This design comes from an exercise in tuning for small area, a short achievable clock period and few clock cycles per item on the open sky130 flow, not from production work. Function not checked in this run: the RTL went through the layout flow alone. No activity file was given, so power comes from the tool's default toggle rates.

### config.mk
export PLATFORM = sky130hd
export DESIGN_NAME = cpu6502_load_store_core
export DESIGN_NICKNAME = cpu6502_load_store_core
export VERILOG_FILES = /design/flow/design.v
export SDC_FILE = /design/flow/constraint.sdc
export NUM_CORES = 4
export LEC_CHECK = 0
export CAP_MARGIN = 20
export CORE_MARGIN = 2
export CORE_UTILIZATION = 40
export PLACE_DENSITY = 0.6
export SETUP_SLACK_MARGIN = 2.7
export SLEW_MARGIN = 20
### constraint.sdc
create_clock -name core_clock -period 5.0 [get_ports {clk_i}]
set_input_delay 1.0000 -clock core_clock [delete_from_list [all_inputs] [get_ports {clk_i}]]
set_output_delay 1.0000 -clock core_clock [all_outputs]
set_load 0.01 [all_outputs]
### design.v
`default_nettype none
module cpu6502_load_store_core (
  input  wire           clk_i,
  input  wire           rst_ni,
  input  wire           in_valid_i,
  output logic          in_ready_o,
  input  wire  [1:0]    in_kind_i,
  input  wire  [7:0]    in_read_data_i,
  output logic          out_valid_o,
  input  wire           out_ready_i,
  output logic [15:0]   out_bus_address_o,
  output logic          out_bus_write_o,
  output logic [7:0]    out_write_data_o,
  output logic          out_at_boundary_o,
  output logic [3:0]    out_cycle_count_o,
  output logic          out_illegal_opcode_o,
  output logic [7:0]    out_reg_a_o,
  output logic [7:0]    out_reg_x_o,
  output logic [7:0]    out_reg_y_o,
  output logic [7:0]    out_reg_sp_o,
  output logic [7:0]    out_reg_status_o,
  output logic [15:0]   out_reg_pc_o
);
  localparam logic [7:0] SpReset = 8'hFD;
  localparam logic [1:0] KIND_DONE = 2'd0, KIND_IRQ = 2'd1, KIND_NMI = 2'd2, KIND_RST = 2'd3;
  localparam logic [3:0] P_VLO = 4'd0, P_VHI = 4'd1, P_FETCH = 4'd2, P_OPER = 4'd3,
                         P_AHI = 4'd4, P_PLO = 4'd5, P_PHI = 4'd6, P_DATA = 4'd7,
                         P_PCH = 4'd8, P_PCL = 4'd9, P_PP = 4'd10;
  localparam logic [1:0] V_RST = 2'b10, V_IRQ = 2'b11, V_NMI = 2'b01;
  logic [15:0] pc_q, pc_d;
  logic [7:0]  a_q, a_d, x_q, x_d, y_q, y_d, sp_q, sp_d, p_q, p_d;
  logic [7:0]  op_q, op_d;
  logic [3:0]  ph_q, ph_d;
  logic [7:0]  tmp_q, tmp_d;
  logic        c_q, c_d;
  logic        sx_q, sx_d, sy_q, sy_d;    
  logic [1:0]  vec_q, vec_d;
  logic [7:0]  ah_q, ah_d, al_q, al_d;
  logic        wr_q, wr_d;
  logic [7:0]  wd_q, wd_d;
  logic        ov_q;
  logic        bnd_q, bnd_d, ill_q, ill_d;
  logic [3:0]  cyc_q, cyc_d;
  logic        adv;
  logic        sv_q;
  logic [1:0]  sk_q;
  logic [7:0]  sd_q;
  logic        go;
  assign in_ready_o = !sv_q;
  assign go         = !ov_q || out_ready_i;
  assign adv        = (sv_q || in_valid_i) && go;
  logic [1:0] k;
  logic [7:0] d;
  assign k = sv_q ? sk_q : in_kind_i;
  assign d = sv_q ? sd_q : in_read_data_i;
  logic n_ill, n_imp, n_stk, n_imm;
  always_comb begin
    n_ill = 1'b0; n_imp = 1'b0; n_stk = 1'b0; n_imm = 1'b0;
    case (d)
      8'hA9, 8'hA2, 8'hA0:                               n_imm = 1'b1;
      8'hAA, 8'hA8, 8'h8A, 8'h98, 8'hBA, 8'h9A:         n_imp = 1'b1;
      8'h48, 8'h08, 8'h68, 8'h28:                        n_stk = 1'b1;
      8'hA5, 8'hB5, 8'hAD, 8'hBD, 8'hB9, 8'hA1, 8'hB1,
      8'hA6, 8'hB6, 8'hAE, 8'hBE, 8'hA4, 8'hB4, 8'hAC, 8'hBC,
      8'h85, 8'h95, 8'h8D, 8'h9D, 8'h99, 8'h81, 8'h91,
      8'h86, 8'h96, 8'h8E, 8'h84, 8'h94, 8'h8C:          ;
      default:                                           n_ill = 1'b1;
    endcase
  end
  logic [2:0] bbb;
  logic [1:0] cc;
  logic o_abs, o_ptr, o_st, o_ldx, o_ldy, o_plp, o_push;
  logic [3:0] o_cyc;
  assign bbb = op_q[4:2];
  assign cc  = op_q[1:0];
  always_comb begin
    o_abs  = bbb[1];
    o_ptr  = (cc == 2'b01) && (bbb[1:0] == 2'b00);
    o_st   = (op_q[7:5] == 3'b100);
    o_ldx  = (op_q[7:5] == 3'b101) && cc == 2'b10;
    o_ldy  = (op_q[7:5] == 3'b101) && cc == 2'b00;
    o_plp  = (op_q == 8'h28);
    o_push = (op_q[7:6] == 2'b00 || op_q[7:5] == 3'b010) && !op_q[5];
    case (op_q)
      8'hA9, 8'hA2, 8'hA0:                               o_cyc = 4'd2;
      8'hA5, 8'hA6, 8'hA4, 8'h85, 8'h86, 8'h84,
      8'h48, 8'h08:                                      o_cyc = 4'd3;
      8'hBD, 8'hB9, 8'hBE, 8'hBC:                        o_cyc = c_q ? 4'd5 : 4'd4;
      8'h9D, 8'h99:                                      o_cyc = 4'd5;
      8'hB1:                                             o_cyc = c_q ? 4'd6 : 4'd5;
      8'hA1, 8'h81, 8'h91:                               o_cyc = 4'd6;
      default:                                           o_cyc = 4'd4;
    endcase
  end
  logic [15:0] pc1, pc2;
  logic [7:0]  spn;
  logic        sp_dec;
  logic [7:0]  idx;
  logic [8:0]  bsum;
  logic [7:0]  hsum, al1;
  assign pc1  = pc_q + 16'd1;
  assign pc2  = pc_q + 16'd2;
  assign spn  = sp_q + {{7{sp_dec}}, 1'b1};
  assign hsum = d + {7'd0, c_q};
  assign al1  = al_q + 8'd1;
  logic [7:0] tv;
  logic       wa, wx, wy, wsp, wnz;
  always_comb begin
    pc_d = pc_q; a_d = a_q; x_d = x_q; y_d = y_q; sp_d = sp_q; p_d = p_q; op_d = op_q;
    ph_d = ph_q; tmp_d = tmp_q; c_d = c_q; vec_d = vec_q; sx_d = sx_q; sy_d = sy_q;
    ah_d = ah_q; al_d = al_q; wr_d = wr_q; wd_d = wd_q;
    bnd_d = 1'b0; cyc_d = 4'd0; ill_d = 1'b0;
    tv = d; wa = 1'b0; wx = 1'b0; wy = 1'b0; wsp = 1'b0; wnz = 1'b0;
    sp_dec = (ph_q != P_FETCH);
    idx = (x_q & {8{sx_q}}) | (y_q & {8{sy_q}});
    bsum = {1'b0, d} + {1'b0, idx};
    case (k)
      KIND_RST: begin
        tv = 8'h00; wa = 1'b1; wx = 1'b1; wy = 1'b1;
        sp_d = SpReset; p_d = 8'h00; vec_d = V_RST;
        ph_d = P_VLO; ah_d = 8'hFF; al_d = 8'hFC; wr_d = 1'b0; wd_d = 8'h00;
      end
      KIND_IRQ, KIND_NMI: begin
        if (ph_q == P_FETCH && (k == KIND_NMI || !p_q[2])) begin
          vec_d = (k == KIND_NMI) ? V_NMI : V_IRQ;
          ph_d = P_PCH; ah_d = 8'h01; al_d = sp_q; wr_d = 1'b1; wd_d = pc_q[15:8];
        end
      end
      default: begin
        wr_d = 1'b0; wd_d = 8'h00;
        case (ph_q)
          P_VLO: begin
            tmp_d = d; c_d = 1'b0; ph_d = P_VHI; ah_d = 8'hFF; al_d = {5'b11111, vec_q, 1'b1};
          end
          P_VHI: begin
            pc_d = {hsum, tmp_q}; bnd_d = 1'b1; cyc_d = (vec_q == V_IRQ) ? 4'd7 : 4'd8;
            ph_d = P_FETCH; ah_d = hsum; al_d = tmp_q;
          end
          P_FETCH: begin
            op_d = d; pc_d = pc1; ah_d = pc1[15:8]; al_d = pc1[7:0];
            sx_d = (d[4:2] == 3'b101 || d[4:2] == 3'b111 || (d[1:0] == 2'b01 && d[4:2] == 3'b000))
                   && d[1:0] != 2'b10;
            sy_d = (d[1:0] == 2'b10 && d[4]) || (d[1:0] == 2'b01 && d[4:2] == 3'b110);
            if (n_ill) begin
              bnd_d = 1'b1; cyc_d = 4'd2; ill_d = 1'b1;
            end else if (n_imp) begin
              case (d)
                8'hAA:   begin tv = a_q;  wx = 1'b1; wnz = 1'b1; end
                8'hA8:   begin tv = a_q;  wy = 1'b1; wnz = 1'b1; end
                8'h8A:   begin tv = x_q;  wa = 1'b1; wnz = 1'b1; end
                8'h98:   begin tv = y_q;  wa = 1'b1; wnz = 1'b1; end
                8'hBA:   begin tv = sp_q; wx = 1'b1; wnz = 1'b1; end
                default: begin tv = x_q;  wsp = 1'b1; end
              endcase
              bnd_d = 1'b1; cyc_d = 4'd2;
            end else if (n_stk) begin
              ph_d = P_DATA; ah_d = 8'h01;
              if (d == 8'h48) begin
                al_d = sp_q; wr_d = 1'b1; wd_d = a_q;
              end else if (d == 8'h08) begin
                al_d = sp_q; wr_d = 1'b1; wd_d = p_q;
              end else begin
                sp_d = spn; al_d = spn;
              end
            end else if (n_imm) begin
              pc_d = pc2; ph_d = P_DATA;
            end else begin
              ph_d = P_OPER;
            end
          end
          P_OPER: begin
            pc_d = pc1; tmp_d = bsum[7:0]; c_d = bsum[8];
            sx_d = 1'b0; sy_d = op_q[4];
            if (o_abs) begin
              ph_d = P_AHI; ah_d = pc1[15:8]; al_d = pc1[7:0];
            end else begin
              ph_d = o_ptr ? P_PLO : P_DATA; ah_d = 8'h00; al_d = bsum[7:0];
            end
          end
          P_AHI: begin
            pc_d = pc1; ph_d = P_DATA; ah_d = hsum; al_d = tmp_q;
          end
          P_PLO: begin
            tmp_d = bsum[7:0]; c_d = bsum[8]; ph_d = P_PHI; ah_d = 8'h00; al_d = al1;
          end
          P_PHI: begin
            ph_d = P_DATA; ah_d = hsum; al_d = tmp_q;
          end
          P_DATA: begin
            if (o_push)      sp_d = spn;
            else if (o_plp)  p_d = d;
            else if (o_ldx)  begin wx = 1'b1; wnz = 1'b1; end
            else if (o_ldy)  begin wy = 1'b1; wnz = 1'b1; end
            else if (!o_st)  begin wa = 1'b1; wnz = 1'b1; end
            cyc_d = o_cyc;
            bnd_d = 1'b1; ph_d = P_FETCH; ah_d = pc_q[15:8]; al_d = pc_q[7:0];
          end
          P_PCH: begin
            sp_d = spn; ph_d = P_PCL; ah_d = 8'h01; al_d = spn; wr_d = 1'b1; wd_d = pc_q[7:0];
          end
          P_PCL: begin
            sp_d = spn;
            p_d = {p_q[7:6], 1'b1, vec_q[1], p_q[3], 1'b1, p_q[1:0]};
            ph_d = P_PP; ah_d = 8'h01; al_d = spn; wr_d = 1'b1; wd_d = p_d;
          end
          P_PP: begin
            sp_d = spn; ph_d = P_VLO; ah_d = 8'hFF; al_d = {5'b11111, vec_q, 1'b0};
          end
          default: begin
            ph_d = P_FETCH; ah_d = pc_q[15:8]; al_d = pc_q[7:0];
          end
        endcase
        if (o_st && (ph_q == P_AHI || ph_q == P_PHI || (ph_q == P_OPER && !o_abs && !o_ptr))) begin
          wr_d = 1'b1;
          if (cc == 2'b01)      wd_d = a_q;
          else if (cc == 2'b10) wd_d = x_q;
          else                  wd_d = y_q;
        end
      end
    endcase
    if (wa)  a_d = tv;
    if (wx)  x_d = tv;
    if (wy)  y_d = tv;
    if (wsp) sp_d = tv;
    if (wnz) p_d = {tv[7], p_q[6:2], (tv == 8'h00), p_q[0]};
  end
  always_ff @(posedge clk_i or negedge rst_ni) begin
    if (!rst_ni) begin
      ov_q <= 1'b0;
      pc_q <= 16'h0000; a_q <= 8'h00; x_q <= 8'h00; y_q <= 8'h00; sp_q <= SpReset;
      p_q <= 8'h00; ph_q <= P_VLO; vec_q <= V_RST;
      ah_q <= 8'hFF; al_q <= 8'hFC; wr_q <= 1'b0; wd_q <= 8'h00;
      sv_q <= 1'b0;
    end else begin
      if (adv) begin
        pc_q <= pc_d; a_q <= a_d; x_q <= x_d; y_q <= y_d; sp_q <= sp_d; p_q <= p_d;
        ph_q <= ph_d; vec_q <= vec_d;
        ah_q <= ah_d; al_q <= al_d; wr_q <= wr_d; wd_q <= wd_d;
        ov_q <= 1'b1;
      end else if (out_ready_i) begin
        ov_q <= 1'b0;
      end
      if (sv_q) begin
        if (go) sv_q <= 1'b0;
      end else if (in_valid_i && !go) begin
        sv_q <= 1'b1;
      end
    end
  end
  always_ff @(posedge clk_i) begin
    if (!sv_q) begin
      sk_q <= in_kind_i; sd_q <= in_read_data_i;
    end
    if (adv) begin
      op_q <= op_d; tmp_q <= tmp_d; c_q <= c_d; sx_q <= sx_d; sy_q <= sy_d;
      bnd_q <= bnd_d; cyc_q <= cyc_d; ill_q <= ill_d;
    end
  end
  assign out_valid_o          = ov_q;
  assign out_bus_address_o    = {ah_q, al_q};
  assign out_bus_write_o      = wr_q;
  assign out_write_data_o     = wd_q;
  assign out_at_boundary_o    = bnd_q;
  assign out_cycle_count_o    = cyc_q;
  assign out_illegal_opcode_o = ill_q;
  assign out_reg_a_o          = a_q;
  assign out_reg_x_o          = x_q;
  assign out_reg_y_o          = y_q;
  assign out_reg_sp_o         = sp_q;
  assign out_reg_status_o     = p_q;
  assign out_reg_pc_o         = pc_q;
endmodule
`default_nettype wire
### run.sh
#!/bin/bash
# synth_recipe.tcl (not shown) runs the flow's synth.tcl, then flattens the netlist and writes it again
# the make line also repeats each setting of config.mk as NAME=value (left out here)
make -C /OpenROAD-flow-scripts/flow DESIGN_CONFIG=/design/flow/config.mk WORK_HOME=/design/flow/orfs CLKGATE_MAP_FILE= SYNTH_SCRIPT=/design/flow/synth_recipe.tcl finish
==> impl_results.md <==
- Outcome: no timing/DRC/antenna violations
- Top delay family on crit path: compound AO/OA/AOI/OAI gates
- Pin count of the biggest net entering global routing: 60
- Syn Nets: 1152
- Worst Setup EP: p_q[1]
- CP peak stage delay: 0.51 ns
- Drt total wl: 47.6 mm
- Fmax achieved: 282 MHz
- TritonCTS clock tree: yes
- Post-DP HPWL: 28.4 mm
- DR WL/cell: 27.4 µm
- DR DRC count: 0
- Synth Flop Type: dfrtp_1
- Vias in the first global route: 10700
- FF-to-FF setup slack: 1.47 ns
- Core Util, Final: 67.5%
- Ordered cell list for the critical path: buf_6 -> or3b_4 -> a222oi_1 -> a22oi_2 -> buf_4 -> a21o_1 -> o311a_4 -> a211o_1 -> or4_4 -> o41ai_2
- Root Driver: clkbuf_16
- Routed vias/inst: 6.69
- Final-report max-slew violation count: 0
- Type of origin of the critical path: primary input
- GPL Wtd Cong: 0.993
- Total track usage: 36.2%
- Worst hold path type: reg2reg
- TritonCTS Buffers: 17
- Average cell area after synthesis: 8.33 µm²
- Multi-input logic area: 7370 µm²
- Stages on the worst setup path: 10
- # rows: 55
- Crit. Startpoint: in_read_data_i[2]
- Post-route ant nets: 0
- Final Total Pwr: 7.74 mW
- CTS Sinks: 124
- Post-synthesis instance total: 1112
- EDFF count, synth: 25
- Synth warn: 1
- Area Growth Syn to Fin: 65.6%
- Clock skew: 0.0140 ns
- PwrDens: 505 nW/µm²
- Arr. time, crit path: 3.88 ns
- Worst IR Drop VDD: 353 µV
- Buf/Inv on CP: 2
- Fill cell count: 1713
- Commonest non-fill, non-tap cell in the layout: buf_4
- Post-layout min period: 3.54 ns
- # H-tree levels: 4
- Clock Path Buffers: 2
- Synth unique cells: 79
- Worst reg2reg path startpoint: sv_q
- Final setup vio count: 0
- Layout Nets: 1481
- CP max stage cell: a222oi_1
- FF-to-FF path depth: 10
- Worst R2R End: p_q[1]
- Fin. Hold Viols: 0
- Via count: 11600
- Slew @ Worst Pin: 0.991 ns
- Setup TNS: 0 ns
- Drt initial violations: 1802
- Register Area: 3270 µm²
- Post-Syn Area: 9260 µm²
- Sequential-to-total area share from yosys stat: 34.6%
- Core footprint: 22700 µm²
- Layout cells sized above 1: 46.1%
- CP Max Fanout: 4
- Grt ovf: 0
- Max Cap Violations: 0
- Async set-reset flop share out of synthesis: 71.8%
- Initial Utilization: 40.8%
- Final worst path period share: 70.9%
- Worst setup EP type: flip-flop
- Worst skew pair latency: 0.44 ns
- IO Count: 103
- Leakage: 6.30 nW
- Die Height: 156 µm
- Worst EP required: 5.34 ns
- Worst setup path category: in2reg
- Relative slew slack: 33.9%
- #FFs+latches synth: 124
- Unrepaired setup endpoints after global routing: true
- Die area: 24400 µm²
- Die width: 156 µm
- Most frequent cells in the layout: 168 x buf_4, 102 x nand2_1, 94 x nor2_1
- Pre-antenna DRT Iters: 9
- First-pass GRT wire length: 65.6 mm
- Port buffer count: 102
- Initial antenna violation count: 1
- Worst-path clk slew: 0.06 ns
logic make-up (layout without fill, tap and decap cells):
logic type	after synthesis	in the layout	synth area share, %
AO/OA/AOI/OAI	377	380	26.7
XOR/XNOR	37	37	3.50
adder cells (fa/ha/maj)	26	26	3.68
buffers and inverters	104	443	4.34
flip-flops	124	124	34.6
multiplexers	74	74	8.68
other	0	1	0
AND/OR/NAND/NOR	370	370	18.5
area by class of cell:
cell class,instances,area share (%)
multi-input cells,887,48.1
repair buffers,371,23.0
flip-flops and latches,124,21.4
clock buffers,19,2.89
well taps,285,2.33
inverters,40,1.44
clock inverters,13,0.906
diodes,1,0.0163
tightest hold or removal path, cell delays in order, from the launching register on:
cell and delay [ns]:
dfrtp_1 0.33, nor2_1 0.05, nor2_1 0.07
worst min-delay path by stage:
| stage | cells after the start | startpoint | slack (ns) | end |
|---|---|---|---|---|
| 2_1_floorplan | 2 | vec_q[1] | 0.49 | vec_q[1] |
| 3_3_place_gp | 2 | ah_q[7] | 0.49 | ah_q[7] |
| 3_5_place_dp | 2 | ah_q[1] | 0.50 | ah_q[1] |
| 4_1_cts | 2 | ah_q[5] | 0.50 | ah_q[5] |
| 5_1_grt | 2 | ah_q[2] | 0.51 | ah_q[2] |
| 6_report | 2 | wd_q[0] | 0.49 | wd_q[0] |
per-layer routing:
layer / track usage [%] / wire (µm) / vias to the layer above
li1: - / - / 4813
met5: 0 / 0 / -
met4: 21.4 / 3810 / 0
met3: 9.08 / 5420 / 345
met2: 56.6 / 20800 / 949
met1: 45.2 / 17600 / 5540
synthesized netlist by cell type, types with 9 or more instances:
master,n,area share [%]
dfxtp_1,10,2.2
mux2i_1,30,3.2
nor2_1,119,4.8
mux2_2,41,5.0
a22o_1,14,1.3
a22oi_1,14,1.1
a21oi_1,92,5.0
o31ai_1,10,0.81
inv_1,34,1.4
o221ai_1,13,1.2
and3_1,17,1.1
clkbuf_1,55,2.2
a221oi_1,14,1.3
xnor2_1,27,2.6
dfstp_2,22,6.2
ha_1,24,3.2
nand2_1,118,4.8
edfxtp_1,25,8.1
a21o_1,9,0.73
nand2b_1,11,0.74
o22ai_1,11,0.74
dfrtp_1,67,18
xor2_1,10,0.95
nor2b_1,10,0.68
o211ai_1,14,1.1
nor3_1,17,0.92
a31oi_1,15,1.0
nand3_1,34,1.8
o21ai_0,99,5.4
stage by stage:
step	std cells	worst slack, ns	hold WS (ns)	cell area (µm²)
6_report	1740	1.46	0.492	15300
2_1_floorplan	1112	1.39	0.487	9790
3_5_place_dp	1463	0.564	0.495	11000
4_1_cts	1670	1.52	0.504	14100
3_3_place_gp	1463	0.600	0.491	11000
5_1_grt	1740	1.46	0.512	15300
report_power, final:
part | total, mW | internal, mW | switching, mW
sequential | 1.87 | 1.46 | 0.405
combinational | 4.60 | 2.03 | 2.57
clock | 1.27 | 0.750 | 0.523
total | 7.74 | 4.24 | 3.50
sequential cells by signal, summed over array words and instances, names as in the netlist, 2 cells and up:
name	flops
p_q	8
al_q	8
x_q	8
ph_q	4
sk_q	2
op_q	8
pc_q	16
cyc_q	4
y_q	8
tmp_q	8
sp_q	8
a_q	8
vec_q	2
wd_q	8
ah_q	8
sd_q	8
timing repair:
item                                   CTS  global route
cloned                                   6             1
pin swaps                               89           104
resized for setup                      422           176
setup buffers                          169            68
setup endpoints to repair              214           142
hold buffers                             0             0
endpoints found under the hold margin    0             0

-- afterwards: timing with drivers on the ports --
How much do the figures lean on ideal ports? The routed layout below was timed once more, with nothing changed but the port constraints.
Step 1, drivers: a clkbuf_16 drives clk_i and a buf_2 each remaining input, both assumed.
Step 2, shift: input delay + t, output delay - t, t = (earliest + latest rising clock arrival at the registers) / 2. This alone moves slack from input paths to output paths.
a / b / c = ideal ports / drivers / drivers and shift; a / b = the first two.
shift t [ns]: 0.482
setup WS [ns]: 1.456 / 1.473 / 0.991
clock arrival spread, ns: 0.014 / 0.014
worst slew at a driven data input, ns: 0.04
cell pins on the clock port's net: 1
After both steps setup and hold are still met in this run. For this run, drivers alone change the setup slack by +0.017 ns; drivers and shift together by -0.465 ns.
